Background: an optimization exercise with open tools, aiming at small area. Do not read the settings as production practice. In this exercise RTL edits were held to simulation tests only and were not proved equivalent to the original. Power is estimated from default activity; no workload was simulated.

## flow/flow/run.sh

```bash
#!/bin/bash
# Standard layout, with three changes:
#  - synthesis maps the read-data select (module rdSelect) and the request
#    decode (reqDecode) by hand, from rdSelect_gates.v and reqDecode_gates.v
#    (see synth_own.tcl); everything else is the standard synthesis, so the
#    registers are the same;
#  - the smallest buffer on every input and output port;
#  - clock tree synthesis without dummy loads (the same settings otherwise).
set -euo pipefail
W="$PWD"
export BUFFER_PORTS_ARGS="-buffer_cell sky130_fd_sc_hd__buf_1"
export OWN_FLOW_DIR="$W/flow"
export CTS_ARGS="-sink_clustering_enable -repair_clock_nets -sink_clustering_size 18 -sink_clustering_max_diameter 60 -buf_list sky130_fd_sc_hd__clkbuf_8 -dont_use_dummy_load"
sed -e "s|SYNTH_SCRIPT=[^ ]*|SYNTH_SCRIPT=$W/flow/synth_own.tcl SYNTH_KEEP_MODULES=\"rdSelect reqDecode\"|" standard.sh > own_synth.sh
bash own_synth.sh synth > synth_own.log 2>&1
bash standard.sh > standard_flow.log 2>&1
```

## flow/flow/rdSelect_gates.v

```verilog
module rdSelect(words, pos, sel, q);
  input [415:0] words;
  input [7:0] pos;
  input [13:0] sel;
  output [31:0] q;
  wire [3:0] g0;
  wire n0;
  wire [3:0] g1;
  wire n1;
  wire [3:0] g2;
  wire n2;
  wire [3:0] g3;
  wire n3;
  wire [3:0] g4;
  wire n4;
  wire [3:0] g5;
  wire n5;
  wire [3:0] g6;
  wire n6;
  wire [3:0] g7;
  wire n7;
  wire [3:0] g8;
  wire n8;
  wire [3:0] g9;
  wire n9;
  wire [3:0] g10;
  wire n10;
  wire [3:0] g11;
  wire n11;
  wire [3:0] g12;
  wire n12;
  wire [3:0] g13;
  wire n13;
  wire [3:0] g14;
  wire n14;
  wire [3:0] g15;
  wire n15;
  wire [3:0] g16;
  wire n16;
  wire [3:0] g17;
  wire n17;
  wire [3:0] g18;
  wire n18;
  wire [3:0] g19;
  wire n19;
  wire [3:0] g20;
  wire n20;
  wire [3:0] g21;
  wire n21;
  wire [3:0] g22;
  wire n22;
  wire [3:0] g23;
  wire n23;
  wire [3:0] g24;
  wire n24;
  wire [3:0] g25;
  wire n25;
  wire [3:0] g26;
  wire n26;
  wire [3:0] g27;
  wire n27;
  wire [3:0] g28;
  wire n28;
  wire [3:0] g29;
  wire n29;
  wire [3:0] g30;
  wire n30;
  wire [3:0] g31;
  wire n31;
  sky130_fd_sc_hd__a222oi_1 m0_0 (.A1(words[0]), .A2(sel[0]), .B1(words[32]), .B2(sel[1]), .C1(words[64]), .C2(sel[2]), .Y(g0[0]));
  sky130_fd_sc_hd__a222oi_1 m0_1 (.A1(words[96]), .A2(sel[3]), .B1(words[128]), .B2(sel[4]), .C1(words[160]), .C2(sel[5]), .Y(g0[1]));
  sky130_fd_sc_hd__a222oi_1 m0_2 (.A1(words[192]), .A2(sel[6]), .B1(words[224]), .B2(sel[7]), .C1(words[256]), .C2(sel[8]), .Y(g0[2]));
  sky130_fd_sc_hd__a222oi_1 m0_3 (.A1(words[288]), .A2(sel[9]), .B1(words[320]), .B2(sel[10]), .C1(words[352]), .C2(sel[11]), .Y(g0[3]));
  sky130_fd_sc_hd__nand4_1 n0_c (.A(g0[0]), .B(g0[1]), .C(g0[2]), .D(g0[3]), .Y(n0));
  sky130_fd_sc_hd__a221o_1 o0 (.A1(words[384]), .A2(sel[12]), .B1(pos[0]), .B2(sel[13]), .C1(n0), .X(q[0]));
  sky130_fd_sc_hd__a222oi_1 m1_0 (.A1(words[1]), .A2(sel[0]), .B1(words[33]), .B2(sel[1]), .C1(words[65]), .C2(sel[2]), .Y(g1[0]));
  sky130_fd_sc_hd__a222oi_1 m1_1 (.A1(words[97]), .A2(sel[3]), .B1(words[129]), .B2(sel[4]), .C1(words[161]), .C2(sel[5]), .Y(g1[1]));
  sky130_fd_sc_hd__a222oi_1 m1_2 (.A1(words[193]), .A2(sel[6]), .B1(words[225]), .B2(sel[7]), .C1(words[257]), .C2(sel[8]), .Y(g1[2]));
  sky130_fd_sc_hd__a222oi_1 m1_3 (.A1(words[289]), .A2(sel[9]), .B1(words[321]), .B2(sel[10]), .C1(words[353]), .C2(sel[11]), .Y(g1[3]));
  sky130_fd_sc_hd__nand4_1 n1_c (.A(g1[0]), .B(g1[1]), .C(g1[2]), .D(g1[3]), .Y(n1));
  sky130_fd_sc_hd__a221o_1 o1 (.A1(words[385]), .A2(sel[12]), .B1(pos[1]), .B2(sel[13]), .C1(n1), .X(q[1]));
  sky130_fd_sc_hd__a222oi_1 m2_0 (.A1(words[2]), .A2(sel[0]), .B1(words[34]), .B2(sel[1]), .C1(words[66]), .C2(sel[2]), .Y(g2[0]));
  sky130_fd_sc_hd__a222oi_1 m2_1 (.A1(words[98]), .A2(sel[3]), .B1(words[130]), .B2(sel[4]), .C1(words[162]), .C2(sel[5]), .Y(g2[1]));
  sky130_fd_sc_hd__a222oi_1 m2_2 (.A1(words[194]), .A2(sel[6]), .B1(words[226]), .B2(sel[7]), .C1(words[258]), .C2(sel[8]), .Y(g2[2]));
  sky130_fd_sc_hd__a222oi_1 m2_3 (.A1(words[290]), .A2(sel[9]), .B1(words[322]), .B2(sel[10]), .C1(words[354]), .C2(sel[11]), .Y(g2[3]));
  sky130_fd_sc_hd__nand4_1 n2_c (.A(g2[0]), .B(g2[1]), .C(g2[2]), .D(g2[3]), .Y(n2));
  sky130_fd_sc_hd__a221o_1 o2 (.A1(words[386]), .A2(sel[12]), .B1(pos[2]), .B2(sel[13]), .C1(n2), .X(q[2]));
  sky130_fd_sc_hd__a222oi_1 m3_0 (.A1(words[3]), .A2(sel[0]), .B1(words[35]), .B2(sel[1]), .C1(words[67]), .C2(sel[2]), .Y(g3[0]));
  sky130_fd_sc_hd__a222oi_1 m3_1 (.A1(words[99]), .A2(sel[3]), .B1(words[131]), .B2(sel[4]), .C1(words[163]), .C2(sel[5]), .Y(g3[1]));
  sky130_fd_sc_hd__a222oi_1 m3_2 (.A1(words[195]), .A2(sel[6]), .B1(words[227]), .B2(sel[7]), .C1(words[259]), .C2(sel[8]), .Y(g3[2]));
  sky130_fd_sc_hd__a222oi_1 m3_3 (.A1(words[291]), .A2(sel[9]), .B1(words[323]), .B2(sel[10]), .C1(words[355]), .C2(sel[11]), .Y(g3[3]));
  sky130_fd_sc_hd__nand4_1 n3_c (.A(g3[0]), .B(g3[1]), .C(g3[2]), .D(g3[3]), .Y(n3));
  sky130_fd_sc_hd__a221o_1 o3 (.A1(words[387]), .A2(sel[12]), .B1(pos[3]), .B2(sel[13]), .C1(n3), .X(q[3]));
  sky130_fd_sc_hd__a222oi_1 m4_0 (.A1(words[4]), .A2(sel[0]), .B1(words[36]), .B2(sel[1]), .C1(words[68]), .C2(sel[2]), .Y(g4[0]));
  sky130_fd_sc_hd__a222oi_1 m4_1 (.A1(words[100]), .A2(sel[3]), .B1(words[132]), .B2(sel[4]), .C1(words[164]), .C2(sel[5]), .Y(g4[1]));
  sky130_fd_sc_hd__a222oi_1 m4_2 (.A1(words[196]), .A2(sel[6]), .B1(words[228]), .B2(sel[7]), .C1(words[260]), .C2(sel[8]), .Y(g4[2]));
  sky130_fd_sc_hd__a222oi_1 m4_3 (.A1(words[292]), .A2(sel[9]), .B1(words[324]), .B2(sel[10]), .C1(words[356]), .C2(sel[11]), .Y(g4[3]));
  sky130_fd_sc_hd__nand4_1 n4_c (.A(g4[0]), .B(g4[1]), .C(g4[2]), .D(g4[3]), .Y(n4));
  sky130_fd_sc_hd__a221o_1 o4 (.A1(words[388]), .A2(sel[12]), .B1(pos[4]), .B2(sel[13]), .C1(n4), .X(q[4]));
  sky130_fd_sc_hd__a222oi_1 m5_0 (.A1(words[5]), .A2(sel[0]), .B1(words[37]), .B2(sel[1]), .C1(words[69]), .C2(sel[2]), .Y(g5[0]));
  sky130_fd_sc_hd__a222oi_1 m5_1 (.A1(words[101]), .A2(sel[3]), .B1(words[133]), .B2(sel[4]), .C1(words[165]), .C2(sel[5]), .Y(g5[1]));
  sky130_fd_sc_hd__a222oi_1 m5_2 (.A1(words[197]), .A2(sel[6]), .B1(words[229]), .B2(sel[7]), .C1(words[261]), .C2(sel[8]), .Y(g5[2]));
  sky130_fd_sc_hd__a222oi_1 m5_3 (.A1(words[293]), .A2(sel[9]), .B1(words[325]), .B2(sel[10]), .C1(words[357]), .C2(sel[11]), .Y(g5[3]));
  sky130_fd_sc_hd__nand4_1 n5_c (.A(g5[0]), .B(g5[1]), .C(g5[2]), .D(g5[3]), .Y(n5));
  sky130_fd_sc_hd__a221o_1 o5 (.A1(words[389]), .A2(sel[12]), .B1(pos[5]), .B2(sel[13]), .C1(n5), .X(q[5]));
  sky130_fd_sc_hd__a222oi_1 m6_0 (.A1(words[6]), .A2(sel[0]), .B1(words[38]), .B2(sel[1]), .C1(words[70]), .C2(sel[2]), .Y(g6[0]));
  sky130_fd_sc_hd__a222oi_1 m6_1 (.A1(words[102]), .A2(sel[3]), .B1(words[134]), .B2(sel[4]), .C1(words[166]), .C2(sel[5]), .Y(g6[1]));
  sky130_fd_sc_hd__a222oi_1 m6_2 (.A1(words[198]), .A2(sel[6]), .B1(words[230]), .B2(sel[7]), .C1(words[262]), .C2(sel[8]), .Y(g6[2]));
  sky130_fd_sc_hd__a222oi_1 m6_3 (.A1(words[294]), .A2(sel[9]), .B1(words[326]), .B2(sel[10]), .C1(words[358]), .C2(sel[11]), .Y(g6[3]));
  sky130_fd_sc_hd__nand4_1 n6_c (.A(g6[0]), .B(g6[1]), .C(g6[2]), .D(g6[3]), .Y(n6));
  sky130_fd_sc_hd__a221o_1 o6 (.A1(words[390]), .A2(sel[12]), .B1(pos[6]), .B2(sel[13]), .C1(n6), .X(q[6]));
  sky130_fd_sc_hd__a222oi_1 m7_0 (.A1(words[7]), .A2(sel[0]), .B1(words[39]), .B2(sel[1]), .C1(words[71]), .C2(sel[2]), .Y(g7[0]));
  sky130_fd_sc_hd__a222oi_1 m7_1 (.A1(words[103]), .A2(sel[3]), .B1(words[135]), .B2(sel[4]), .C1(words[167]), .C2(sel[5]), .Y(g7[1]));
  sky130_fd_sc_hd__a222oi_1 m7_2 (.A1(words[199]), .A2(sel[6]), .B1(words[231]), .B2(sel[7]), .C1(words[263]), .C2(sel[8]), .Y(g7[2]));
  sky130_fd_sc_hd__a222oi_1 m7_3 (.A1(words[295]), .A2(sel[9]), .B1(words[327]), .B2(sel[10]), .C1(words[359]), .C2(sel[11]), .Y(g7[3]));
  sky130_fd_sc_hd__nand4_1 n7_c (.A(g7[0]), .B(g7[1]), .C(g7[2]), .D(g7[3]), .Y(n7));
  sky130_fd_sc_hd__a221o_1 o7 (.A1(words[391]), .A2(sel[12]), .B1(pos[7]), .B2(sel[13]), .C1(n7), .X(q[7]));
  sky130_fd_sc_hd__a222oi_1 m8_0 (.A1(words[8]), .A2(sel[0]), .B1(words[40]), .B2(sel[1]), .C1(words[72]), .C2(sel[2]), .Y(g8[0]));
  sky130_fd_sc_hd__a222oi_1 m8_1 (.A1(words[104]), .A2(sel[3]), .B1(words[136]), .B2(sel[4]), .C1(words[168]), .C2(sel[5]), .Y(g8[1]));
  sky130_fd_sc_hd__a222oi_1 m8_2 (.A1(words[200]), .A2(sel[6]), .B1(words[232]), .B2(sel[7]), .C1(words[264]), .C2(sel[8]), .Y(g8[2]));
  sky130_fd_sc_hd__a222oi_1 m8_3 (.A1(words[296]), .A2(sel[9]), .B1(words[328]), .B2(sel[10]), .C1(words[360]), .C2(sel[11]), .Y(g8[3]));
  sky130_fd_sc_hd__nand4_1 n8_c (.A(g8[0]), .B(g8[1]), .C(g8[2]), .D(g8[3]), .Y(n8));
  sky130_fd_sc_hd__a21o_1 o8 (.A1(words[392]), .A2(sel[12]), .B1(n8), .X(q[8]));
  sky130_fd_sc_hd__a222oi_1 m9_0 (.A1(words[9]), .A2(sel[0]), .B1(words[41]), .B2(sel[1]), .C1(words[73]), .C2(sel[2]), .Y(g9[0]));
  sky130_fd_sc_hd__a222oi_1 m9_1 (.A1(words[105]), .A2(sel[3]), .B1(words[137]), .B2(sel[4]), .C1(words[169]), .C2(sel[5]), .Y(g9[1]));
  sky130_fd_sc_hd__a222oi_1 m9_2 (.A1(words[201]), .A2(sel[6]), .B1(words[233]), .B2(sel[7]), .C1(words[265]), .C2(sel[8]), .Y(g9[2]));
  sky130_fd_sc_hd__a222oi_1 m9_3 (.A1(words[297]), .A2(sel[9]), .B1(words[329]), .B2(sel[10]), .C1(words[361]), .C2(sel[11]), .Y(g9[3]));
  sky130_fd_sc_hd__nand4_1 n9_c (.A(g9[0]), .B(g9[1]), .C(g9[2]), .D(g9[3]), .Y(n9));
  sky130_fd_sc_hd__a21o_1 o9 (.A1(words[393]), .A2(sel[12]), .B1(n9), .X(q[9]));
  sky130_fd_sc_hd__a222oi_1 m10_0 (.A1(words[10]), .A2(sel[0]), .B1(words[42]), .B2(sel[1]), .C1(words[74]), .C2(sel[2]), .Y(g10[0]));
  sky130_fd_sc_hd__a222oi_1 m10_1 (.A1(words[106]), .A2(sel[3]), .B1(words[138]), .B2(sel[4]), .C1(words[170]), .C2(sel[5]), .Y(g10[1]));
  sky130_fd_sc_hd__a222oi_1 m10_2 (.A1(words[202]), .A2(sel[6]), .B1(words[234]), .B2(sel[7]), .C1(words[266]), .C2(sel[8]), .Y(g10[2]));
  sky130_fd_sc_hd__a222oi_1 m10_3 (.A1(words[298]), .A2(sel[9]), .B1(words[330]), .B2(sel[10]), .C1(words[362]), .C2(sel[11]), .Y(g10[3]));
  sky130_fd_sc_hd__nand4_1 n10_c (.A(g10[0]), .B(g10[1]), .C(g10[2]), .D(g10[3]), .Y(n10));
  sky130_fd_sc_hd__a21o_1 o10 (.A1(words[394]), .A2(sel[12]), .B1(n10), .X(q[10]));
  sky130_fd_sc_hd__a222oi_1 m11_0 (.A1(words[11]), .A2(sel[0]), .B1(words[43]), .B2(sel[1]), .C1(words[75]), .C2(sel[2]), .Y(g11[0]));
  sky130_fd_sc_hd__a222oi_1 m11_1 (.A1(words[107]), .A2(sel[3]), .B1(words[139]), .B2(sel[4]), .C1(words[171]), .C2(sel[5]), .Y(g11[1]));
  sky130_fd_sc_hd__a222oi_1 m11_2 (.A1(words[203]), .A2(sel[6]), .B1(words[235]), .B2(sel[7]), .C1(words[267]), .C2(sel[8]), .Y(g11[2]));
  sky130_fd_sc_hd__a222oi_1 m11_3 (.A1(words[299]), .A2(sel[9]), .B1(words[331]), .B2(sel[10]), .C1(words[363]), .C2(sel[11]), .Y(g11[3]));
  sky130_fd_sc_hd__nand4_1 n11_c (.A(g11[0]), .B(g11[1]), .C(g11[2]), .D(g11[3]), .Y(n11));
  sky130_fd_sc_hd__a21o_1 o11 (.A1(words[395]), .A2(sel[12]), .B1(n11), .X(q[11]));
  sky130_fd_sc_hd__a222oi_1 m12_0 (.A1(words[12]), .A2(sel[0]), .B1(words[44]), .B2(sel[1]), .C1(words[76]), .C2(sel[2]), .Y(g12[0]));
  sky130_fd_sc_hd__a222oi_1 m12_1 (.A1(words[108]), .A2(sel[3]), .B1(words[140]), .B2(sel[4]), .C1(words[172]), .C2(sel[5]), .Y(g12[1]));
  sky130_fd_sc_hd__a222oi_1 m12_2 (.A1(words[204]), .A2(sel[6]), .B1(words[236]), .B2(sel[7]), .C1(words[268]), .C2(sel[8]), .Y(g12[2]));
  sky130_fd_sc_hd__a222oi_1 m12_3 (.A1(words[300]), .A2(sel[9]), .B1(words[332]), .B2(sel[10]), .C1(words[364]), .C2(sel[11]), .Y(g12[3]));
  sky130_fd_sc_hd__nand4_1 n12_c (.A(g12[0]), .B(g12[1]), .C(g12[2]), .D(g12[3]), .Y(n12));
  sky130_fd_sc_hd__a21o_1 o12 (.A1(words[396]), .A2(sel[12]), .B1(n12), .X(q[12]));
  sky130_fd_sc_hd__a222oi_1 m13_0 (.A1(words[13]), .A2(sel[0]), .B1(words[45]), .B2(sel[1]), .C1(words[77]), .C2(sel[2]), .Y(g13[0]));
  sky130_fd_sc_hd__a222oi_1 m13_1 (.A1(words[109]), .A2(sel[3]), .B1(words[141]), .B2(sel[4]), .C1(words[173]), .C2(sel[5]), .Y(g13[1]));
  sky130_fd_sc_hd__a222oi_1 m13_2 (.A1(words[205]), .A2(sel[6]), .B1(words[237]), .B2(sel[7]), .C1(words[269]), .C2(sel[8]), .Y(g13[2]));
  sky130_fd_sc_hd__a222oi_1 m13_3 (.A1(words[301]), .A2(sel[9]), .B1(words[333]), .B2(sel[10]), .C1(words[365]), .C2(sel[11]), .Y(g13[3]));
  sky130_fd_sc_hd__nand4_1 n13_c (.A(g13[0]), .B(g13[1]), .C(g13[2]), .D(g13[3]), .Y(n13));
  sky130_fd_sc_hd__a21o_1 o13 (.A1(words[397]), .A2(sel[12]), .B1(n13), .X(q[13]));
  sky130_fd_sc_hd__a222oi_1 m14_0 (.A1(words[14]), .A2(sel[0]), .B1(words[46]), .B2(sel[1]), .C1(words[78]), .C2(sel[2]), .Y(g14[0]));
  sky130_fd_sc_hd__a222oi_1 m14_1 (.A1(words[110]), .A2(sel[3]), .B1(words[142]), .B2(sel[4]), .C1(words[174]), .C2(sel[5]), .Y(g14[1]));
  sky130_fd_sc_hd__a222oi_1 m14_2 (.A1(words[206]), .A2(sel[6]), .B1(words[238]), .B2(sel[7]), .C1(words[270]), .C2(sel[8]), .Y(g14[2]));
  sky130_fd_sc_hd__a222oi_1 m14_3 (.A1(words[302]), .A2(sel[9]), .B1(words[334]), .B2(sel[10]), .C1(words[366]), .C2(sel[11]), .Y(g14[3]));
  sky130_fd_sc_hd__nand4_1 n14_c (.A(g14[0]), .B(g14[1]), .C(g14[2]), .D(g14[3]), .Y(n14));
  sky130_fd_sc_hd__a21o_1 o14 (.A1(words[398]), .A2(sel[12]), .B1(n14), .X(q[14]));
  sky130_fd_sc_hd__a222oi_1 m15_0 (.A1(words[15]), .A2(sel[0]), .B1(words[47]), .B2(sel[1]), .C1(words[79]), .C2(sel[2]), .Y(g15[0]));
  sky130_fd_sc_hd__a222oi_1 m15_1 (.A1(words[111]), .A2(sel[3]), .B1(words[143]), .B2(sel[4]), .C1(words[175]), .C2(sel[5]), .Y(g15[1]));
  sky130_fd_sc_hd__a222oi_1 m15_2 (.A1(words[207]), .A2(sel[6]), .B1(words[239]), .B2(sel[7]), .C1(words[271]), .C2(sel[8]), .Y(g15[2]));
  sky130_fd_sc_hd__a222oi_1 m15_3 (.A1(words[303]), .A2(sel[9]), .B1(words[335]), .B2(sel[10]), .C1(words[367]), .C2(sel[11]), .Y(g15[3]));
  sky130_fd_sc_hd__nand4_1 n15_c (.A(g15[0]), .B(g15[1]), .C(g15[2]), .D(g15[3]), .Y(n15));
  sky130_fd_sc_hd__a21o_1 o15 (.A1(words[399]), .A2(sel[12]), .B1(n15), .X(q[15]));
  sky130_fd_sc_hd__a222oi_1 m16_0 (.A1(words[16]), .A2(sel[0]), .B1(words[48]), .B2(sel[1]), .C1(words[80]), .C2(sel[2]), .Y(g16[0]));
  sky130_fd_sc_hd__a222oi_1 m16_1 (.A1(words[112]), .A2(sel[3]), .B1(words[144]), .B2(sel[4]), .C1(words[176]), .C2(sel[5]), .Y(g16[1]));
  sky130_fd_sc_hd__a222oi_1 m16_2 (.A1(words[208]), .A2(sel[6]), .B1(words[240]), .B2(sel[7]), .C1(words[272]), .C2(sel[8]), .Y(g16[2]));
  sky130_fd_sc_hd__a222oi_1 m16_3 (.A1(words[304]), .A2(sel[9]), .B1(words[336]), .B2(sel[10]), .C1(words[368]), .C2(sel[11]), .Y(g16[3]));
  sky130_fd_sc_hd__nand4_1 n16_c (.A(g16[0]), .B(g16[1]), .C(g16[2]), .D(g16[3]), .Y(n16));
  sky130_fd_sc_hd__a21o_1 o16 (.A1(words[400]), .A2(sel[12]), .B1(n16), .X(q[16]));
  sky130_fd_sc_hd__a222oi_1 m17_0 (.A1(words[17]), .A2(sel[0]), .B1(words[49]), .B2(sel[1]), .C1(words[81]), .C2(sel[2]), .Y(g17[0]));
  sky130_fd_sc_hd__a222oi_1 m17_1 (.A1(words[113]), .A2(sel[3]), .B1(words[145]), .B2(sel[4]), .C1(words[177]), .C2(sel[5]), .Y(g17[1]));
  sky130_fd_sc_hd__a222oi_1 m17_2 (.A1(words[209]), .A2(sel[6]), .B1(words[241]), .B2(sel[7]), .C1(words[273]), .C2(sel[8]), .Y(g17[2]));
  sky130_fd_sc_hd__a222oi_1 m17_3 (.A1(words[305]), .A2(sel[9]), .B1(words[337]), .B2(sel[10]), .C1(words[369]), .C2(sel[11]), .Y(g17[3]));
  sky130_fd_sc_hd__nand4_1 n17_c (.A(g17[0]), .B(g17[1]), .C(g17[2]), .D(g17[3]), .Y(n17));
  sky130_fd_sc_hd__a21o_1 o17 (.A1(words[401]), .A2(sel[12]), .B1(n17), .X(q[17]));
  sky130_fd_sc_hd__a222oi_1 m18_0 (.A1(words[18]), .A2(sel[0]), .B1(words[50]), .B2(sel[1]), .C1(words[82]), .C2(sel[2]), .Y(g18[0]));
  sky130_fd_sc_hd__a222oi_1 m18_1 (.A1(words[114]), .A2(sel[3]), .B1(words[146]), .B2(sel[4]), .C1(words[178]), .C2(sel[5]), .Y(g18[1]));
  sky130_fd_sc_hd__a222oi_1 m18_2 (.A1(words[210]), .A2(sel[6]), .B1(words[242]), .B2(sel[7]), .C1(words[274]), .C2(sel[8]), .Y(g18[2]));
  sky130_fd_sc_hd__a222oi_1 m18_3 (.A1(words[306]), .A2(sel[9]), .B1(words[338]), .B2(sel[10]), .C1(words[370]), .C2(sel[11]), .Y(g18[3]));
  sky130_fd_sc_hd__nand4_1 n18_c (.A(g18[0]), .B(g18[1]), .C(g18[2]), .D(g18[3]), .Y(n18));
  sky130_fd_sc_hd__a21o_1 o18 (.A1(words[402]), .A2(sel[12]), .B1(n18), .X(q[18]));
  sky130_fd_sc_hd__a222oi_1 m19_0 (.A1(words[19]), .A2(sel[0]), .B1(words[51]), .B2(sel[1]), .C1(words[83]), .C2(sel[2]), .Y(g19[0]));
  sky130_fd_sc_hd__a222oi_1 m19_1 (.A1(words[115]), .A2(sel[3]), .B1(words[147]), .B2(sel[4]), .C1(words[179]), .C2(sel[5]), .Y(g19[1]));
  sky130_fd_sc_hd__a222oi_1 m19_2 (.A1(words[211]), .A2(sel[6]), .B1(words[243]), .B2(sel[7]), .C1(words[275]), .C2(sel[8]), .Y(g19[2]));
  sky130_fd_sc_hd__a222oi_1 m19_3 (.A1(words[307]), .A2(sel[9]), .B1(words[339]), .B2(sel[10]), .C1(words[371]), .C2(sel[11]), .Y(g19[3]));
  sky130_fd_sc_hd__nand4_1 n19_c (.A(g19[0]), .B(g19[1]), .C(g19[2]), .D(g19[3]), .Y(n19));
  sky130_fd_sc_hd__a21o_1 o19 (.A1(words[403]), .A2(sel[12]), .B1(n19), .X(q[19]));
  sky130_fd_sc_hd__a222oi_1 m20_0 (.A1(words[20]), .A2(sel[0]), .B1(words[52]), .B2(sel[1]), .C1(words[84]), .C2(sel[2]), .Y(g20[0]));
  sky130_fd_sc_hd__a222oi_1 m20_1 (.A1(words[116]), .A2(sel[3]), .B1(words[148]), .B2(sel[4]), .C1(words[180]), .C2(sel[5]), .Y(g20[1]));
  sky130_fd_sc_hd__a222oi_1 m20_2 (.A1(words[212]), .A2(sel[6]), .B1(words[244]), .B2(sel[7]), .C1(words[276]), .C2(sel[8]), .Y(g20[2]));
  sky130_fd_sc_hd__a222oi_1 m20_3 (.A1(words[308]), .A2(sel[9]), .B1(words[340]), .B2(sel[10]), .C1(words[372]), .C2(sel[11]), .Y(g20[3]));
  sky130_fd_sc_hd__nand4_1 n20_c (.A(g20[0]), .B(g20[1]), .C(g20[2]), .D(g20[3]), .Y(n20));
  sky130_fd_sc_hd__a21o_1 o20 (.A1(words[404]), .A2(sel[12]), .B1(n20), .X(q[20]));
  sky130_fd_sc_hd__a222oi_1 m21_0 (.A1(words[21]), .A2(sel[0]), .B1(words[53]), .B2(sel[1]), .C1(words[85]), .C2(sel[2]), .Y(g21[0]));
  sky130_fd_sc_hd__a222oi_1 m21_1 (.A1(words[117]), .A2(sel[3]), .B1(words[149]), .B2(sel[4]), .C1(words[181]), .C2(sel[5]), .Y(g21[1]));
  sky130_fd_sc_hd__a222oi_1 m21_2 (.A1(words[213]), .A2(sel[6]), .B1(words[245]), .B2(sel[7]), .C1(words[277]), .C2(sel[8]), .Y(g21[2]));
  sky130_fd_sc_hd__a222oi_1 m21_3 (.A1(words[309]), .A2(sel[9]), .B1(words[341]), .B2(sel[10]), .C1(words[373]), .C2(sel[11]), .Y(g21[3]));
  sky130_fd_sc_hd__nand4_1 n21_c (.A(g21[0]), .B(g21[1]), .C(g21[2]), .D(g21[3]), .Y(n21));
  sky130_fd_sc_hd__a21o_1 o21 (.A1(words[405]), .A2(sel[12]), .B1(n21), .X(q[21]));
  sky130_fd_sc_hd__a222oi_1 m22_0 (.A1(words[22]), .A2(sel[0]), .B1(words[54]), .B2(sel[1]), .C1(words[86]), .C2(sel[2]), .Y(g22[0]));
  sky130_fd_sc_hd__a222oi_1 m22_1 (.A1(words[118]), .A2(sel[3]), .B1(words[150]), .B2(sel[4]), .C1(words[182]), .C2(sel[5]), .Y(g22[1]));
  sky130_fd_sc_hd__a222oi_1 m22_2 (.A1(words[214]), .A2(sel[6]), .B1(words[246]), .B2(sel[7]), .C1(words[278]), .C2(sel[8]), .Y(g22[2]));
  sky130_fd_sc_hd__a222oi_1 m22_3 (.A1(words[310]), .A2(sel[9]), .B1(words[342]), .B2(sel[10]), .C1(words[374]), .C2(sel[11]), .Y(g22[3]));
  sky130_fd_sc_hd__nand4_1 n22_c (.A(g22[0]), .B(g22[1]), .C(g22[2]), .D(g22[3]), .Y(n22));
  sky130_fd_sc_hd__a21o_1 o22 (.A1(words[406]), .A2(sel[12]), .B1(n22), .X(q[22]));
  sky130_fd_sc_hd__a222oi_1 m23_0 (.A1(words[23]), .A2(sel[0]), .B1(words[55]), .B2(sel[1]), .C1(words[87]), .C2(sel[2]), .Y(g23[0]));
  sky130_fd_sc_hd__a222oi_1 m23_1 (.A1(words[119]), .A2(sel[3]), .B1(words[151]), .B2(sel[4]), .C1(words[183]), .C2(sel[5]), .Y(g23[1]));
  sky130_fd_sc_hd__a222oi_1 m23_2 (.A1(words[215]), .A2(sel[6]), .B1(words[247]), .B2(sel[7]), .C1(words[279]), .C2(sel[8]), .Y(g23[2]));
  sky130_fd_sc_hd__a222oi_1 m23_3 (.A1(words[311]), .A2(sel[9]), .B1(words[343]), .B2(sel[10]), .C1(words[375]), .C2(sel[11]), .Y(g23[3]));
  sky130_fd_sc_hd__nand4_1 n23_c (.A(g23[0]), .B(g23[1]), .C(g23[2]), .D(g23[3]), .Y(n23));
  sky130_fd_sc_hd__a21o_1 o23 (.A1(words[407]), .A2(sel[12]), .B1(n23), .X(q[23]));
  sky130_fd_sc_hd__a222oi_1 m24_0 (.A1(words[24]), .A2(sel[0]), .B1(words[56]), .B2(sel[1]), .C1(words[88]), .C2(sel[2]), .Y(g24[0]));
  sky130_fd_sc_hd__a222oi_1 m24_1 (.A1(words[120]), .A2(sel[3]), .B1(words[152]), .B2(sel[4]), .C1(words[184]), .C2(sel[5]), .Y(g24[1]));
  sky130_fd_sc_hd__a222oi_1 m24_2 (.A1(words[216]), .A2(sel[6]), .B1(words[248]), .B2(sel[7]), .C1(words[280]), .C2(sel[8]), .Y(g24[2]));
  sky130_fd_sc_hd__a222oi_1 m24_3 (.A1(words[312]), .A2(sel[9]), .B1(words[344]), .B2(sel[10]), .C1(words[376]), .C2(sel[11]), .Y(g24[3]));
  sky130_fd_sc_hd__nand4_1 n24_c (.A(g24[0]), .B(g24[1]), .C(g24[2]), .D(g24[3]), .Y(n24));
  sky130_fd_sc_hd__a21o_1 o24 (.A1(words[408]), .A2(sel[12]), .B1(n24), .X(q[24]));
  sky130_fd_sc_hd__a222oi_1 m25_0 (.A1(words[25]), .A2(sel[0]), .B1(words[57]), .B2(sel[1]), .C1(words[89]), .C2(sel[2]), .Y(g25[0]));
  sky130_fd_sc_hd__a222oi_1 m25_1 (.A1(words[121]), .A2(sel[3]), .B1(words[153]), .B2(sel[4]), .C1(words[185]), .C2(sel[5]), .Y(g25[1]));
  sky130_fd_sc_hd__a222oi_1 m25_2 (.A1(words[217]), .A2(sel[6]), .B1(words[249]), .B2(sel[7]), .C1(words[281]), .C2(sel[8]), .Y(g25[2]));
  sky130_fd_sc_hd__a222oi_1 m25_3 (.A1(words[313]), .A2(sel[9]), .B1(words[345]), .B2(sel[10]), .C1(words[377]), .C2(sel[11]), .Y(g25[3]));
  sky130_fd_sc_hd__nand4_1 n25_c (.A(g25[0]), .B(g25[1]), .C(g25[2]), .D(g25[3]), .Y(n25));
  sky130_fd_sc_hd__a21o_1 o25 (.A1(words[409]), .A2(sel[12]), .B1(n25), .X(q[25]));
  sky130_fd_sc_hd__a222oi_1 m26_0 (.A1(words[26]), .A2(sel[0]), .B1(words[58]), .B2(sel[1]), .C1(words[90]), .C2(sel[2]), .Y(g26[0]));
  sky130_fd_sc_hd__a222oi_1 m26_1 (.A1(words[122]), .A2(sel[3]), .B1(words[154]), .B2(sel[4]), .C1(words[186]), .C2(sel[5]), .Y(g26[1]));
  sky130_fd_sc_hd__a222oi_1 m26_2 (.A1(words[218]), .A2(sel[6]), .B1(words[250]), .B2(sel[7]), .C1(words[282]), .C2(sel[8]), .Y(g26[2]));
  sky130_fd_sc_hd__a222oi_1 m26_3 (.A1(words[314]), .A2(sel[9]), .B1(words[346]), .B2(sel[10]), .C1(words[378]), .C2(sel[11]), .Y(g26[3]));
  sky130_fd_sc_hd__nand4_1 n26_c (.A(g26[0]), .B(g26[1]), .C(g26[2]), .D(g26[3]), .Y(n26));
  sky130_fd_sc_hd__a21o_1 o26 (.A1(words[410]), .A2(sel[12]), .B1(n26), .X(q[26]));
  sky130_fd_sc_hd__a222oi_1 m27_0 (.A1(words[27]), .A2(sel[0]), .B1(words[59]), .B2(sel[1]), .C1(words[91]), .C2(sel[2]), .Y(g27[0]));
  sky130_fd_sc_hd__a222oi_1 m27_1 (.A1(words[123]), .A2(sel[3]), .B1(words[155]), .B2(sel[4]), .C1(words[187]), .C2(sel[5]), .Y(g27[1]));
  sky130_fd_sc_hd__a222oi_1 m27_2 (.A1(words[219]), .A2(sel[6]), .B1(words[251]), .B2(sel[7]), .C1(words[283]), .C2(sel[8]), .Y(g27[2]));
  sky130_fd_sc_hd__a222oi_1 m27_3 (.A1(words[315]), .A2(sel[9]), .B1(words[347]), .B2(sel[10]), .C1(words[379]), .C2(sel[11]), .Y(g27[3]));
  sky130_fd_sc_hd__nand4_1 n27_c (.A(g27[0]), .B(g27[1]), .C(g27[2]), .D(g27[3]), .Y(n27));
  sky130_fd_sc_hd__a21o_1 o27 (.A1(words[411]), .A2(sel[12]), .B1(n27), .X(q[27]));
  sky130_fd_sc_hd__a222oi_1 m28_0 (.A1(words[28]), .A2(sel[0]), .B1(words[60]), .B2(sel[1]), .C1(words[92]), .C2(sel[2]), .Y(g28[0]));
  sky130_fd_sc_hd__a222oi_1 m28_1 (.A1(words[124]), .A2(sel[3]), .B1(words[156]), .B2(sel[4]), .C1(words[188]), .C2(sel[5]), .Y(g28[1]));
  sky130_fd_sc_hd__a222oi_1 m28_2 (.A1(words[220]), .A2(sel[6]), .B1(words[252]), .B2(sel[7]), .C1(words[284]), .C2(sel[8]), .Y(g28[2]));
  sky130_fd_sc_hd__a222oi_1 m28_3 (.A1(words[316]), .A2(sel[9]), .B1(words[348]), .B2(sel[10]), .C1(words[380]), .C2(sel[11]), .Y(g28[3]));
  sky130_fd_sc_hd__nand4_1 n28_c (.A(g28[0]), .B(g28[1]), .C(g28[2]), .D(g28[3]), .Y(n28));
  sky130_fd_sc_hd__a21o_1 o28 (.A1(words[412]), .A2(sel[12]), .B1(n28), .X(q[28]));
  sky130_fd_sc_hd__a222oi_1 m29_0 (.A1(words[29]), .A2(sel[0]), .B1(words[61]), .B2(sel[1]), .C1(words[93]), .C2(sel[2]), .Y(g29[0]));
  sky130_fd_sc_hd__a222oi_1 m29_1 (.A1(words[125]), .A2(sel[3]), .B1(words[157]), .B2(sel[4]), .C1(words[189]), .C2(sel[5]), .Y(g29[1]));
  sky130_fd_sc_hd__a222oi_1 m29_2 (.A1(words[221]), .A2(sel[6]), .B1(words[253]), .B2(sel[7]), .C1(words[285]), .C2(sel[8]), .Y(g29[2]));
  sky130_fd_sc_hd__a222oi_1 m29_3 (.A1(words[317]), .A2(sel[9]), .B1(words[349]), .B2(sel[10]), .C1(words[381]), .C2(sel[11]), .Y(g29[3]));
  sky130_fd_sc_hd__nand4_1 n29_c (.A(g29[0]), .B(g29[1]), .C(g29[2]), .D(g29[3]), .Y(n29));
  sky130_fd_sc_hd__a21o_1 o29 (.A1(words[413]), .A2(sel[12]), .B1(n29), .X(q[29]));
  sky130_fd_sc_hd__a222oi_1 m30_0 (.A1(words[30]), .A2(sel[0]), .B1(words[62]), .B2(sel[1]), .C1(words[94]), .C2(sel[2]), .Y(g30[0]));
  sky130_fd_sc_hd__a222oi_1 m30_1 (.A1(words[126]), .A2(sel[3]), .B1(words[158]), .B2(sel[4]), .C1(words[190]), .C2(sel[5]), .Y(g30[1]));
  sky130_fd_sc_hd__a222oi_1 m30_2 (.A1(words[222]), .A2(sel[6]), .B1(words[254]), .B2(sel[7]), .C1(words[286]), .C2(sel[8]), .Y(g30[2]));
  sky130_fd_sc_hd__a222oi_1 m30_3 (.A1(words[318]), .A2(sel[9]), .B1(words[350]), .B2(sel[10]), .C1(words[382]), .C2(sel[11]), .Y(g30[3]));
  sky130_fd_sc_hd__nand4_1 n30_c (.A(g30[0]), .B(g30[1]), .C(g30[2]), .D(g30[3]), .Y(n30));
  sky130_fd_sc_hd__a21o_1 o30 (.A1(words[414]), .A2(sel[12]), .B1(n30), .X(q[30]));
  sky130_fd_sc_hd__a222oi_1 m31_0 (.A1(words[31]), .A2(sel[0]), .B1(words[63]), .B2(sel[1]), .C1(words[95]), .C2(sel[2]), .Y(g31[0]));
  sky130_fd_sc_hd__a222oi_1 m31_1 (.A1(words[127]), .A2(sel[3]), .B1(words[159]), .B2(sel[4]), .C1(words[191]), .C2(sel[5]), .Y(g31[1]));
  sky130_fd_sc_hd__a222oi_1 m31_2 (.A1(words[223]), .A2(sel[6]), .B1(words[255]), .B2(sel[7]), .C1(words[287]), .C2(sel[8]), .Y(g31[2]));
  sky130_fd_sc_hd__a222oi_1 m31_3 (.A1(words[319]), .A2(sel[9]), .B1(words[351]), .B2(sel[10]), .C1(words[383]), .C2(sel[11]), .Y(g31[3]));
  sky130_fd_sc_hd__nand4_1 n31_c (.A(g31[0]), .B(g31[1]), .C(g31[2]), .D(g31[3]), .Y(n31));
  sky130_fd_sc_hd__a21o_1 o31 (.A1(words[415]), .A2(sel[12]), .B1(n31), .X(q[31]));
endmodule
```

## flow/flow/reqDecode_gates.v

```verilog
module reqDecode(sel, read, rst, rstPrev, addr, load, slot, ack);
  input sel, read, rst, rstPrev;
  input [15:0] addr;
  output [12:0] load;
  output [13:0] slot;
  output ack;
  wire n2, n3, n4, c1, c2, h0, hf, x, wg0, wg1, wgf, n7, z43, m, t0, tf, s, g0, g1, gf;
  wire [7:0] d;
  sky130_fd_sc_hd__inv_1 i2 (.A(addr[2]), .Y(n2));
  sky130_fd_sc_hd__inv_1 i3 (.A(addr[3]), .Y(n3));
  sky130_fd_sc_hd__inv_1 i4 (.A(addr[4]), .Y(n4));
  sky130_fd_sc_hd__nor3_1 pd0 (.A(addr[2]), .B(addr[3]), .C(addr[4]), .Y(d[0]));
  sky130_fd_sc_hd__nor3_1 pd1 (.A(n2), .B(addr[3]), .C(addr[4]), .Y(d[1]));
  sky130_fd_sc_hd__nor3_1 pd2 (.A(addr[2]), .B(n3), .C(addr[4]), .Y(d[2]));
  sky130_fd_sc_hd__nor3_1 pd3 (.A(n2), .B(n3), .C(addr[4]), .Y(d[3]));
  sky130_fd_sc_hd__nor3_1 pd4 (.A(addr[2]), .B(addr[3]), .C(n4), .Y(d[4]));
  sky130_fd_sc_hd__nor3_1 pd5 (.A(n2), .B(addr[3]), .C(n4), .Y(d[5]));
  sky130_fd_sc_hd__nor3_1 pd6 (.A(addr[2]), .B(n3), .C(n4), .Y(d[6]));
  sky130_fd_sc_hd__nor3_1 pd7 (.A(n2), .B(n3), .C(n4), .Y(d[7]));
  sky130_fd_sc_hd__nor4_1 uc1 (.A(addr[15]), .B(addr[14]), .C(addr[12]), .D(addr[7]), .Y(c1));
  sky130_fd_sc_hd__nor4b_1 uc2 (.A(addr[5]), .B(addr[1]), .C(addr[0]), .D_N(addr[13]), .Y(c2));
  sky130_fd_sc_hd__nor4_1 uh0 (.A(addr[11]), .B(addr[10]), .C(addr[9]), .D(addr[8]), .Y(h0));
  sky130_fd_sc_hd__and4_1 uhf (.A(addr[11]), .B(addr[10]), .C(addr[9]), .D(addr[8]), .X(hf));
  sky130_fd_sc_hd__and4b_1 ux (.A_N(read), .B(sel), .C(c1), .D(c2), .X(x));
  sky130_fd_sc_hd__and3b_1 uwg0 (.A_N(addr[6]), .B(x), .C(h0), .X(wg0));
  sky130_fd_sc_hd__and3_1 uwg1 (.A(x), .B(h0), .C(addr[6]), .X(wg1));
  sky130_fd_sc_hd__and3b_1 uwgf (.A_N(addr[6]), .B(x), .C(hf), .X(wgf));
  sky130_fd_sc_hd__a21o_2 ul0 (.A1(wg0), .A2(d[0]), .B1(rst), .X(load[0]));
  sky130_fd_sc_hd__a21o_2 ul1 (.A1(wg0), .A2(d[1]), .B1(rst), .X(load[1]));
  sky130_fd_sc_hd__a21o_2 ul2 (.A1(wg0), .A2(d[2]), .B1(rst), .X(load[2]));
  sky130_fd_sc_hd__a21o_2 ul3 (.A1(wg0), .A2(d[3]), .B1(rst), .X(load[3]));
  sky130_fd_sc_hd__a21o_2 ul4 (.A1(wg0), .A2(d[4]), .B1(rst), .X(load[4]));
  sky130_fd_sc_hd__a21o_2 ul5 (.A1(wg0), .A2(d[5]), .B1(rst), .X(load[5]));
  sky130_fd_sc_hd__a21o_2 ul6 (.A1(wg0), .A2(d[6]), .B1(rst), .X(load[6]));
  sky130_fd_sc_hd__a21o_2 ul7 (.A1(wg1), .A2(d[2]), .B1(rst), .X(load[7]));
  sky130_fd_sc_hd__a21o_2 ul8 (.A1(wg1), .A2(d[3]), .B1(rst), .X(load[8]));
  sky130_fd_sc_hd__a21o_2 ul9 (.A1(wg1), .A2(d[4]), .B1(rst), .X(load[9]));
  sky130_fd_sc_hd__a21o_2 ul10 (.A1(wg1), .A2(d[5]), .B1(rst), .X(load[10]));
  sky130_fd_sc_hd__a21o_2 ul11 (.A1(wgf), .A2(d[0]), .B1(rst), .X(load[11]));
  sky130_fd_sc_hd__a21o_2 ul12 (.A1(wgf), .A2(d[1]), .B1(rst), .X(load[12]));
  sky130_fd_sc_hd__nand3_1 un7 (.A(addr[4]), .B(addr[3]), .C(addr[2]), .Y(n7));
  sky130_fd_sc_hd__nor2_1 uz43 (.A(addr[4]), .B(addr[3]), .Y(z43));
  sky130_fd_sc_hd__nand2_1 um (.A(addr[6]), .B(z43), .Y(m));
  sky130_fd_sc_hd__and3_1 ut0 (.A(h0), .B(n7), .C(m), .X(t0));
  sky130_fd_sc_hd__and3b_1 utf (.A_N(addr[6]), .B(hf), .C(z43), .X(tf));
  sky130_fd_sc_hd__nor2b_1 us (.A(rst), .B_N(sel), .Y(s));
  sky130_fd_sc_hd__o2111a_1 uack (.A1(t0), .A2(tf), .B1(s), .C1(c1), .D1(c2), .X(ack));
  sky130_fd_sc_hd__nor2_1 ug0 (.A(addr[8]), .B(addr[6]), .Y(g0));
  sky130_fd_sc_hd__nor2b_1 ug1 (.A(addr[8]), .B_N(addr[6]), .Y(g1));
  sky130_fd_sc_hd__nor2b_1 ugf (.A(addr[6]), .B_N(addr[8]), .Y(gf));
  sky130_fd_sc_hd__and2_1 us0 (.A(g0), .B(d[0]), .X(slot[0]));
  sky130_fd_sc_hd__and2_1 us1 (.A(g0), .B(d[1]), .X(slot[1]));
  sky130_fd_sc_hd__and2_1 us2 (.A(g0), .B(d[2]), .X(slot[2]));
  sky130_fd_sc_hd__and2_1 us3 (.A(g0), .B(d[3]), .X(slot[3]));
  sky130_fd_sc_hd__and2_1 us4 (.A(g0), .B(d[4]), .X(slot[4]));
  sky130_fd_sc_hd__and2_1 us5 (.A(g0), .B(d[5]), .X(slot[5]));
  sky130_fd_sc_hd__and2_1 us6 (.A(g0), .B(d[6]), .X(slot[6]));
  sky130_fd_sc_hd__and2_1 us7 (.A(g1), .B(d[2]), .X(slot[7]));
  sky130_fd_sc_hd__and2_1 us8 (.A(g1), .B(d[3]), .X(slot[8]));
  sky130_fd_sc_hd__and2_1 us9 (.A(g1), .B(d[4]), .X(slot[9]));
  sky130_fd_sc_hd__and2_1 us10 (.A(g1), .B(d[5]), .X(slot[10]));
  sky130_fd_sc_hd__and2_1 us11 (.A(gf), .B(d[0]), .X(slot[11]));
  sky130_fd_sc_hd__and2_1 us12 (.A(gf), .B(d[1]), .X(slot[12]));
  sky130_fd_sc_hd__and3b_1 us13 (.A_N(rstPrev), .B(g1), .C(d[6]), .X(slot[13]));
endmodule
```

## flow/flow/synth_own.tcl

```tcl
# The standard synthesis (synth_recipe.tcl), with one change: the read-data
# select rdSelect and the request decode reqDecode are kept whole through
# synthesis (SYNTH_KEEP_MODULES) and then replaced by their hand-mapped cells
# (rdSelect_gates.v, reqDecode_gates.v) before flattening.
proc synth {args} { yosys synth -nofsm -noshare {*}$args }
source $::env(SCRIPTS_DIR)/synth.tcl
delete rdSelect reqDecode
read_verilog $::env(OWN_FLOW_DIR)/rdSelect_gates.v
read_verilog $::env(OWN_FLOW_DIR)/reqDecode_gates.v
hierarchy -top $::env(DESIGN_NAME)
# left out here: clear keep_hierarchy, flatten, clean up, hide names made inside functions
tee -o $::env(REPORTS_DIR)/synth_stat_own.txt stat {*}$lib_args
# left out here: write 1_2_yosys.v
```

## flow/standard.sh

```bash
#!/bin/bash
# synth_recipe.tcl (not shown) runs the flow's synth.tcl, then flattens the netlist and writes it again
# the make line also repeats each setting of config.mk as NAME=value (left out here)
make -C /OpenROAD-flow-scripts/flow DESIGN_CONFIG=/design/flow/config.mk WORK_HOME=/design/flow/orfs CLKGATE_MAP_FILE= SYNTH_SCRIPT=/design/flow/synth_recipe.tcl "${@:-finish}"
```

## flow/config.mk

```make
export PLATFORM = sky130hd
export DESIGN_NAME = csr_top
export DESIGN_NICKNAME = csr_top
export VERILOG_FILES = /design/flow/design.v
export SDC_FILE = /design/flow/constraint.sdc
export NUM_CORES = 4
export LEC_CHECK = 0
export CAP_MARGIN = 5
export CORE_MARGIN = 2
export CORE_UTILIZATION = 80
export CTS_BUF_LIST = sky130_fd_sc_hd__clkbuf_8
export CTS_CLUSTER_DIAMETER = 60
export CTS_CLUSTER_SIZE = 18
export SLEW_MARGIN = 5
```

## flow/constraint.sdc

```tcl
create_clock -name core_clock -period 8.0 [get_ports {clk}]
set_input_delay 1.6000 -clock core_clock [delete_from_list [all_inputs] [get_ports {clk}]]
set_output_delay 1.6000 -clock core_clock [all_outputs]
set_load 0.01 [all_outputs]
```

## flow/design.v

```verilog
`timescale 1ns/1ps
`default_nettype none
module csr_top
(
    input  wire         clk,
    input  wire         rst,
    input  wire         req_sel,
    input  wire         req_read,
    input  wire [15:0]  req_addr,
    input  wire [31:0]  req_wdat,
    output reg          rsp_dack,
    output reg  [31:0]  rsp_rdat,
    output wire [177:0] ctrlFields,
    input  wire [7:0]   curWavePosition
);
    localparam int N = 13;
    localparam logic [N*16-1:0] ADDRS = {
        16'h2F04, 16'h2F00, 16'h2054, 16'h2050, 16'h204C, 16'h2048,
        16'h2018, 16'h2014, 16'h2010, 16'h200C, 16'h2008, 16'h2004, 16'h2000
    };
    localparam logic [N*32-1:0] RESETS = {
        32'd8, 32'd11, 32'hFD78_0C32, 32'h0000_1000, 32'd0, 32'd0,
        32'd1000, 32'd0, 32'd1, 32'd0, 32'd0, 32'd1, 32'd1000
    };
    localparam logic [15:0] ADDR_WAVE = 16'h2058;
    logic [N-1:0] load;
    logic [N:0]   slot;
    logic         ack;
    logic         rstPrev;
    reqDecode reqDecode_i
    (
        .sel     (req_sel),
        .read    (req_read),
        .rst     (rst),
        .rstPrev (rstPrev),
        .addr    (req_addr),
        .load    (load),
        .slot    (slot),
        .ack     (ack)
    );
    logic [31:0] dZero;
    logic [31:0] dOne;
    assign dZero = req_wdat & ~{32{rst}};
    assign dOne  = req_wdat | {32{rst}};
    logic [31:0] regs [N];
    for (genvar k = 0; k < N; k++)
    begin : g_word
        logic [31:0] dIn;
        for (genvar b = 0; b < 32; b++)
        begin : g_bit
            assign dIn[b] = RESETS[k*32 + b] ? dOne[b] : dZero[b];
        end
        always_ff @(posedge clk)
        begin
            if (load[k])
                regs[k] <= dIn;
        end
    end
    assign ctrlFields[177:162] = regs[0][15:0];
    assign ctrlFields[161:146] = regs[1][15:0];
    assign ctrlFields[145:130] = regs[4][15:0];
    assign ctrlFields[129:114] = regs[6][15:0];
    assign ctrlFields[113:98]  = regs[11][15:0];
    assign ctrlFields[97:90]   = regs[2][7:0];
    assign ctrlFields[89:82]   = regs[3][7:0];
    assign ctrlFields[81:74]   = regs[5][7:0];
    assign ctrlFields[73:66]   = regs[12][7:0];
    assign ctrlFields[65]      = regs[7][0];
    assign ctrlFields[64]      = regs[8][0];
    assign ctrlFields[63:32]   = regs[9];
    assign ctrlFields[31:0]    = regs[10];
    logic [7:0] posNow;
    logic [7:0] posOld;
    always_ff @(posedge clk)
    begin
        posNow  <= curWavePosition;
        posOld  <= posNow;
        rstPrev <= rst;
    end
    logic          ackPend;
    logic [N:0]    selHot;
    always_ff @(posedge clk)
    begin
        ackPend <= ack;
        selHot  <= slot;
    end
    logic [N*32-1:0] words;
    logic [31:0]     rdMux;
    for (genvar k = 0; k < N; k++)
    begin : g_words
        assign words[k*32 +: 32] = regs[k];
    end
    rdSelect rdSelect_i
    (
        .words (words),
        .pos   (posOld),
        .sel   (selHot),
        .q     (rdMux)
    );
    always_ff @(posedge clk)
    begin
        rsp_dack <= ackPend & ~rst;
        rsp_rdat <= rdMux;
    end
endmodule
`default_nettype wire
`default_nettype none
module rdSelect
(
    input  wire [13*32-1:0] words,
    input  wire [7:0]       pos,
    input  wire [13:0]      sel,
    output logic [31:0]     q
);
    always_comb
    begin
        q = {24'b0, pos & {8{sel[13]}}};
        for (int i = 0; i < 13; i++)
            q = q | (words[i*32 +: 32] & {32{sel[i]}});
    end
endmodule
`default_nettype wire
`default_nettype none
module reqDecode
(
    input  wire         sel,
    input  wire         read,
    input  wire         rst,
    input  wire         rstPrev,
    input  wire [15:0]  addr,
    output logic [12:0] load,
    output logic [13:0] slot,
    output logic        ack
);
    localparam logic [13*16-1:0] ADDRS = {
        16'h2F04, 16'h2F00, 16'h2054, 16'h2050, 16'h204C, 16'h2048,
        16'h2018, 16'h2014, 16'h2010, 16'h200C, 16'h2008, 16'h2004, 16'h2000
    };
    localparam logic [15:0] ADDR_WAVE = 16'h2058;
    logic [12:0] hit;
    logic        hitWave;
    logic [4:0]  key;
    assign key = {addr[8], addr[6], addr[4:2]};
    always_comb
    begin
        for (int i = 0; i < 13; i++)
        begin
            hit[i]  = (addr == ADDRS[i*16 +: 16]);
            load[i] = rst | (sel & ~read & hit[i]);
            slot[i] = (key == {ADDRS[i*16 + 8], ADDRS[i*16 + 6], ADDRS[i*16 + 2 +: 3]});
        end
        hitWave  = (addr == ADDR_WAVE);
        slot[13] = (key == {ADDR_WAVE[8], ADDR_WAVE[6], ADDR_WAVE[4:2]}) & ~rstPrev;
        ack      = sel & ~rst & ((|hit) | hitWave);
    end
endmodule
`default_nettype wire
```

==> out/qor.yml, run 1 <==
clock_network:
  post-cts-setup-buffers: 0
  numCtsBuffers: 30
  root_buffer: "clkbuf_8"
  cts_hold_buf: 0
  cts_tree: "built"
  clkSinkCount: 481
  h-tree-depth: 1
  path_clk_slew_ns: 0.10
  cts.repair.resized: 0
  clock_path_buffers: 3
  clk_latency_ns: 0.62
floorplan:
  start_util: 0.817
  num_rows: 53
  die_area_um2: 22700
  die_height_um: 151
  die_x_um: 151
  io_pins: 271
  coreArea_um2: 21000
timing:
  worst_pin_slew_ns: 1.12
  holdWs_ns: 0.337
  rsz0062_at_grt: "no"
  fmax_ghz: 0.290
  period_needed_ns: 3.45
  hold_violations: 0
  final-setup-viol-count: 0
  slew_headroom: 0.253
  worst_slack_ns: 4.55
  slew_violations: 0
  fin_worst_skew_ns: 0.0230
  period_share: 0.431
  setup_tns_ns: 0
place:
  placed_cell_area_um2: 17700
  gp_congestion: 0.810
  place_ws_ns: 3.97
  place_inst: 1330
  hpwl_um: 22100
  port-buffer-count: 270
grt:
  antenna_found_initial: 0
  gr-usage-all-layers: 0.348
  gr-total-overflow: 0
  grt_max_degree: 40
  grt_pass1_wl_um: 56100
  grt_pass1_vias: 9420
drt:
  wl_per_cell_um: 29.0
  drt_iter0_markers: 1698
  drt-total-wl_um: 39400
  via_per_inst: 7.22
  drt_pass1_iterations: 9
  antenna_left: 0
  num_vias: 9816
  drc: 0
power_and_ir_drop:
  powerDensity_nw_per_um2: 239
  power.total_mw: 4.32
  vdd_drop_max_mv: 0.190
  p_leak_nw: 6.05
finish:
  multi_input_area_um2: 2460
  design_area_um2: 18100
  num-nets-final: 1147
  fill_cells: 950
  utilization: 0.859
  final-seq-area_um2: 13800
  antenna_cells: 0
  syn_to_final_growth_pct: 5.16
  drive_gt1_frac: 0.0535
  fin_cells: 1360
setup_path:
  critPathArrivalTime_ns: 3.68
  cp_max_fo: 39
  path_class: "in2reg"
  required_ns: 8.24
  max_stage_delay_ns: 0.91
  worstPathCellList: "clkbuf_2 > buf_4 > a21o_2"
  start_kind: "primary input"
  endpoint_kind: "flop"
  critical_path.slowest_cell: "a21o_2"
synthesis:
  synth_warnings: 4
  synth_area_per_cell_um2: 19.0
  synth_area_um2: 17200
  synth_nets: 964
  syn_inst: 904
flow_run:
  maxCapViolations: 0
hold_path:
  hp-class: "reg2reg"
run_status:
  status: "timing/DRC/antenna clean"
## critical path, delay by kind of cell
family | cells | cell delay, ns
AOI/OAI and AO/OA | 1 | 0.91
buffers and inverters | 2 | 1.10
## power breakdown
group          switching, mW  internal (mW)  total (mW)  leakage, nW
combinational          0.198         0.0840       0.282         1.27
sequential             0.101           2.94        3.04         4.56
clock                  0.661          0.336       0.997        0.216
## path summary, 6_finish.rpt
kind                      from                     end  slack (ns)  cells after the start
min          posNow[7]$_DFF_P_       posOld[7]$_DFF_P_        0.34                      0
min reg2reg  posNow[7]$_DFF_P_       posOld[7]$_DFF_P_        0.34                      0
max                        rst  regs[10][23]$_DFFE_PP_        4.55                      3
max reg2reg  selHot[9]$_DFF_P_    rsp_rdat[26]$_DFF_P_        6.09                      3
## routing by layer
| metal | share of wire | track usage |
|---|---|---|
| met5 | 0 | 0 |
| met3 | 0.15 | 0.0597 |
| met4 | 0.033 | 0.126 |
| met1 | 0.33 | 0.491 |
| met2 | 0.49 | 0.563 |
## placed cells by master, fill, tap and decap left out, types with 7 or more instances in the layout
master and count:
edfxtp_1 416, buf_1 269, a222oi_1 128, dfxtp_1 52, nand4_1 32, nor2b_1 30
clkbuf_8 30, a21o_1 24, or2_1 23, a21o_2 13, and2_1 13, dfxtp_2 13
a221o_1 8, nor3_1 7
## registers in the layout (all words and copies together), names as in the netlist
name and count:
posNow 8, rsp_dack 1, rstPrev 1, ackPend 1, regs 416, posOld 8
rsp_rdat 32, selHot 14
## final cells by class
type,count,share of cell area
clock buffers,30,0.0229
inverters,3,0.000623
multi-input cells,300,0.136
flip-flops and latches,481,0.764
well taps,275,0.0190
repair buffers,271,0.0566
==> inputs of run 2 (changes only) <==
--- a/flow/flow/run.sh
+++ b/flow/flow/run.sh
@@ -10,7 +10,7 @@
 W="$PWD"
 export BUFFER_PORTS_ARGS="-buffer_cell sky130_fd_sc_hd__buf_1"
 export OWN_FLOW_DIR="$W/flow"
-export CTS_ARGS="-sink_clustering_enable -repair_clock_nets -sink_clustering_size 18 -sink_clustering_max_diameter 60 -buf_list sky130_fd_sc_hd__clkbuf_8 -dont_use_dummy_load"
+export CTS_ARGS="-sink_clustering_enable -repair_clock_nets -sink_clustering_size 20 -sink_clustering_max_diameter 60 -buf_list sky130_fd_sc_hd__clkbuf_8 -dont_use_dummy_load"
 sed -e "s|SYNTH_SCRIPT=[^ ]*|SYNTH_SCRIPT=$W/flow/synth_own.tcl SYNTH_KEEP_MODULES=\"rdSelect reqDecode\"|" standard.sh > own_synth.sh
 bash own_synth.sh synth > synth_own.log 2>&1
 bash standard.sh > standard_flow.log 2>&1
--- a/flow/config.mk
+++ b/flow/config.mk
@@ -10,5 +10,5 @@
 export CORE_UTILIZATION = 80
 export CTS_BUF_LIST = sky130_fd_sc_hd__clkbuf_8
 export CTS_CLUSTER_DIAMETER = 60
-export CTS_CLUSTER_SIZE = 18
+export CTS_CLUSTER_SIZE = 20
 export SLEW_MARGIN = 5
==> run 2 against run 1 <==
Compared with the run above: still clean on timing, DRC and antenna; non-clock buffer count unchanged; synthesized area unchanged; fmax decreased by 0.51%; routed wire length decreased by 0.73%; core utilization decreased by 0.13 points; via count decreased by 0.28%; setup slack got worse by 0.018 ns.
==> out/qor.yml, run 2 <==
setup_path:
  regToRegEndpoint: "rsp_rdat[26]$_DFF_P_"
  critical_path.slowest_cell: "a21o_2"
  start_kind: "primary input"
  r2r_cells: 3  # unchanged
  max_stage_delay_ns: 0.89  # -0.02 ns
  r2r_slack_ns: 6.06  # -0.03 ns
  crit-reg2reg-launch: "selHot[9]$_DFF_P_"
  cp_max_fo: 39  # unchanged
  endpoint_kind: "flop"
  required_ns: 8.20  # -0.04 ns
  path_class: "in2reg"
  worstPathCellList: "clkbuf_2 > buf_4 > a21o_2"
  critPathArrivalTime_ns: 3.66  # -0.02 ns
drt:
  num_vias: 9789  # -0.28%
  drc: 0  # unchanged
  via_per_inst: 7.21  # -0.13%
  antenna_left: 0  # unchanged
  drt-total-wl_um: 39100  # -0.73%
  drt_pass1_iterations: 7  # -2
  drt_iter0_markers: 1708  # +0.59%
  wl_per_cell_um: 28.8  # -0.59%
finish:
  num-nets-final: 1145  # -0.17%
  drive_gt1_frac: 0.0517  # -0.00175
  fin_cells: 1358  # -0.15%
  antenna_cells: 0  # unchanged
  reg_top3: "regs: 416 flops, rsp_rdat: 32 flops, selHot: 14 flops"
  multi_input_area_um2: 2460  # unchanged
  mostFrequentLayoutCells: "edfxtp_1, buf_1, a222oi_1"
  mostFrequentLayoutCell: "edfxtp_1"
  design_area_um2: 18000  # -0.15%
  syn_to_final_growth_pct: 5.00
  regMostFlops: "regs"
  final-seq-area_um2: 13800  # unchanged
  fill_cells: 946  # -0.42%
  largest_reg_flops: 416  # unchanged
floorplan:
  start_util: 0.817  # unchanged
  die_height_um: 151  # unchanged
  coreArea_um2: 21000  # unchanged
  die_x_um: 151  # unchanged
  num_rows: 53  # unchanged
  io_pins: 271  # unchanged
  die_area_um2: 22700  # unchanged
clock_network:
  cts_tree: "built"
  post-cts-setup-buffers: 0  # unchanged
  clkSinkCount: 481  # unchanged
  clk_latency_ns: 0.60  # -0.02 ns
  cts_hold_buf: 0  # unchanged
  path_clk_slew_ns: 0.10  # about the same
  root_buffer: "clkbuf_8"
  cts.repair.resized: 0  # unchanged
  numCtsBuffers: 28  # -6.7%
  clock_path_buffers: 3  # unchanged
  h-tree-depth: 1  # unchanged
grt:
  gr-usage-all-layers: 0.345  # -0.00253
  grt_use_met3: 0.0588  # -0.000909
  grt_max_degree: 40  # unchanged
  grt_pass1_vias: 9382  # -0.40%
  gr-total-overflow: 0  # unchanged
  busiest_layer: "met2"
  grt_pass1_wl_um: 55900  # -0.36%
  antenna_found_initial: 0  # unchanged
  met1_usage: 0.492  # about the same
  gr-usage-met2: 0.548  # -0.0152
power_and_ir_drop:
  swShare: 0.220  # -0.00223
  p_seq_frac: 0.710  # +0.006
  p_comb_frac: 0.066  # about the same
  clkPwrFrac: 0.224  # -0.007
  powerDensity_nw_per_um2: 237  # -0.74%
  p_leak_nw: 6.03  # -0.24%
  p_int_mw: 3.34  # -0.61%
  p_sw_mw: 0.942  # -1.9%
  vdd_drop_max_mv: 0.173  # -9.1%
synthesis:
  synth_warnings: 4  # unchanged
  synth_area_per_cell_um2: 19.0  # unchanged
  syn_inst: 904  # unchanged
  synth_nets: 964  # unchanged
  synth_area_um2: 17200  # unchanged
place:
  gp_congestion: 0.810  # unchanged
  placed_cell_area_um2: 17700  # unchanged
  place_ws_ns: 3.97  # unchanged
  hpwl_um: 22100  # unchanged
  port-buffer-count: 270  # unchanged
  place_inst: 1330  # unchanged
hold_path:
  hp-start: "posNow[4]$_DFF_P_"
  hp-class: "reg2reg"
  whs_endpoint: "posOld[4]$_DFF_P_"
  min_path_cells: 0  # unchanged
timing:
  worst_slack_ns: 4.54  # -0.0175 ns
  fin_worst_skew_ns: 0.0323  # +0.00932 ns
  rsz0062_at_grt: "no"
  fmax_ghz: 0.289  # -0.51%
  period_share: 0.433  # +0.00219
  period_needed_ns: 3.46  # +0.0175 ns
  slew_violations: 0  # unchanged
  slew_headroom: 0.268  # +0.0145
  holdWs_ns: 0.335  # -0.00179 ns
  setup_tns_ns: 0  # unchanged
  worst_pin_slew_ns: 1.10  # -0.0218 ns
  final-setup-viol-count: 0  # unchanged
  hold_violations: 0  # unchanged
run_status:
  status: "timing/DRC/antenna clean"
flow_run:
  maxCapViolations: 0  # unchanged
==> run 2: per-layer routing <==
| metal | vias to the layer above | wire length (um) |
|---|---|---|
| met5 | - | 0 |
| met4 | 0 | 1410 |
| met3 | 128 | 5790 |
| met2 | 898 | 19000 |
| met1 | 4723 | 12900 |
| li1 | 4040 | - |
==> run 2: power groups by stage <==
stage | registers, mW | clock network [mW] | logic, mW
after global routing | 3.06 | 1.05 | 0.305
after CTS | 3.04 | 0.965 | 0.282
final | 3.04 | 0.959 | 0.282
after detailed placement | 3.10 | 0 | 0.281
after global placement | 3.08 | 0 | 0.272
after floorplan | 3.07 | 0 | 0.191
==> run 2: cell type report <==
type	count	share of cell area
multi-input combinational	300	0.137
tap	275	0.0191
sequential	481	0.766
inverter	3	0.000624
timing repair buffer	271	0.0567
clock buffer	28	0.0214
==> run 2: critical path: cells and delay by family <==
family          cells  cell delay [ns]
compound gates      1             0.89
buf+inv             2             1.11
==> run 2: worst max-delay path by stage <==
stage | startpoint | end | slack (ns) | depth (start not counted)
global placement | rst | regs[12][16]$_DFFE_PP_ | 4.06 | 3
detailed placement | rst | regs[10][23]$_DFFE_PP_ | 3.97 | 3
finish | rst | regs[10][25]$_DFFE_PP_ | 4.54 | 3
CTS | rst | regs[10][25]$_DFFE_PP_ | 4.59 | 3
floorplan | req_addr[5] | regs[0][0]$_DFFE_PP_ | 4.71 | 4
global route | req_addr[5] | regs[1][15]$_DFFE_PP_ | 4.46 | 5
==> run 2: through the flow <==
stage,util,total power [mW]
CTS,0.858,4.28
floorplan,-,3.27
finish,0.858,4.28
global placement,0.840,3.36
global route,0.858,4.41
detailed placement,0.840,3.38

-- afterwards: timing with drivers on the ports --
No port has a modelled driver above. Below, the same layouts with a new extraction and two added sets of constraints. Step 1 assumes that a clkbuf_16 drives the clock port and a buf_2 every other input. Step 2 also shifts input and output timing later by t, the mid clock arrival at the registers, as if the neighbouring blocks saw the same clock. Three values: ideal, step 1, step 2; two values: the first two.
| run | t, ns | setup WS [ns] | hold WS [ns] | worst setup path after step 2 | cell pins on the clock port's net |
|---|---|---|---|---|---|
| run 1 | 0.651 | 4.554 / 4.580 / 3.929 | 0.337 / 0.337 / 0.337 | input to register | 1 |
| run 2 | 0.632 | 4.537 / 4.563 / 3.931 | 0.335 / 0.335 / 0.335 | input to register | 1 |
After both steps every run listed still meets setup and hold. For run 1, which loses most, drivers alone change the setup slack by +0.026 ns; drivers and shift together by -0.625 ns.
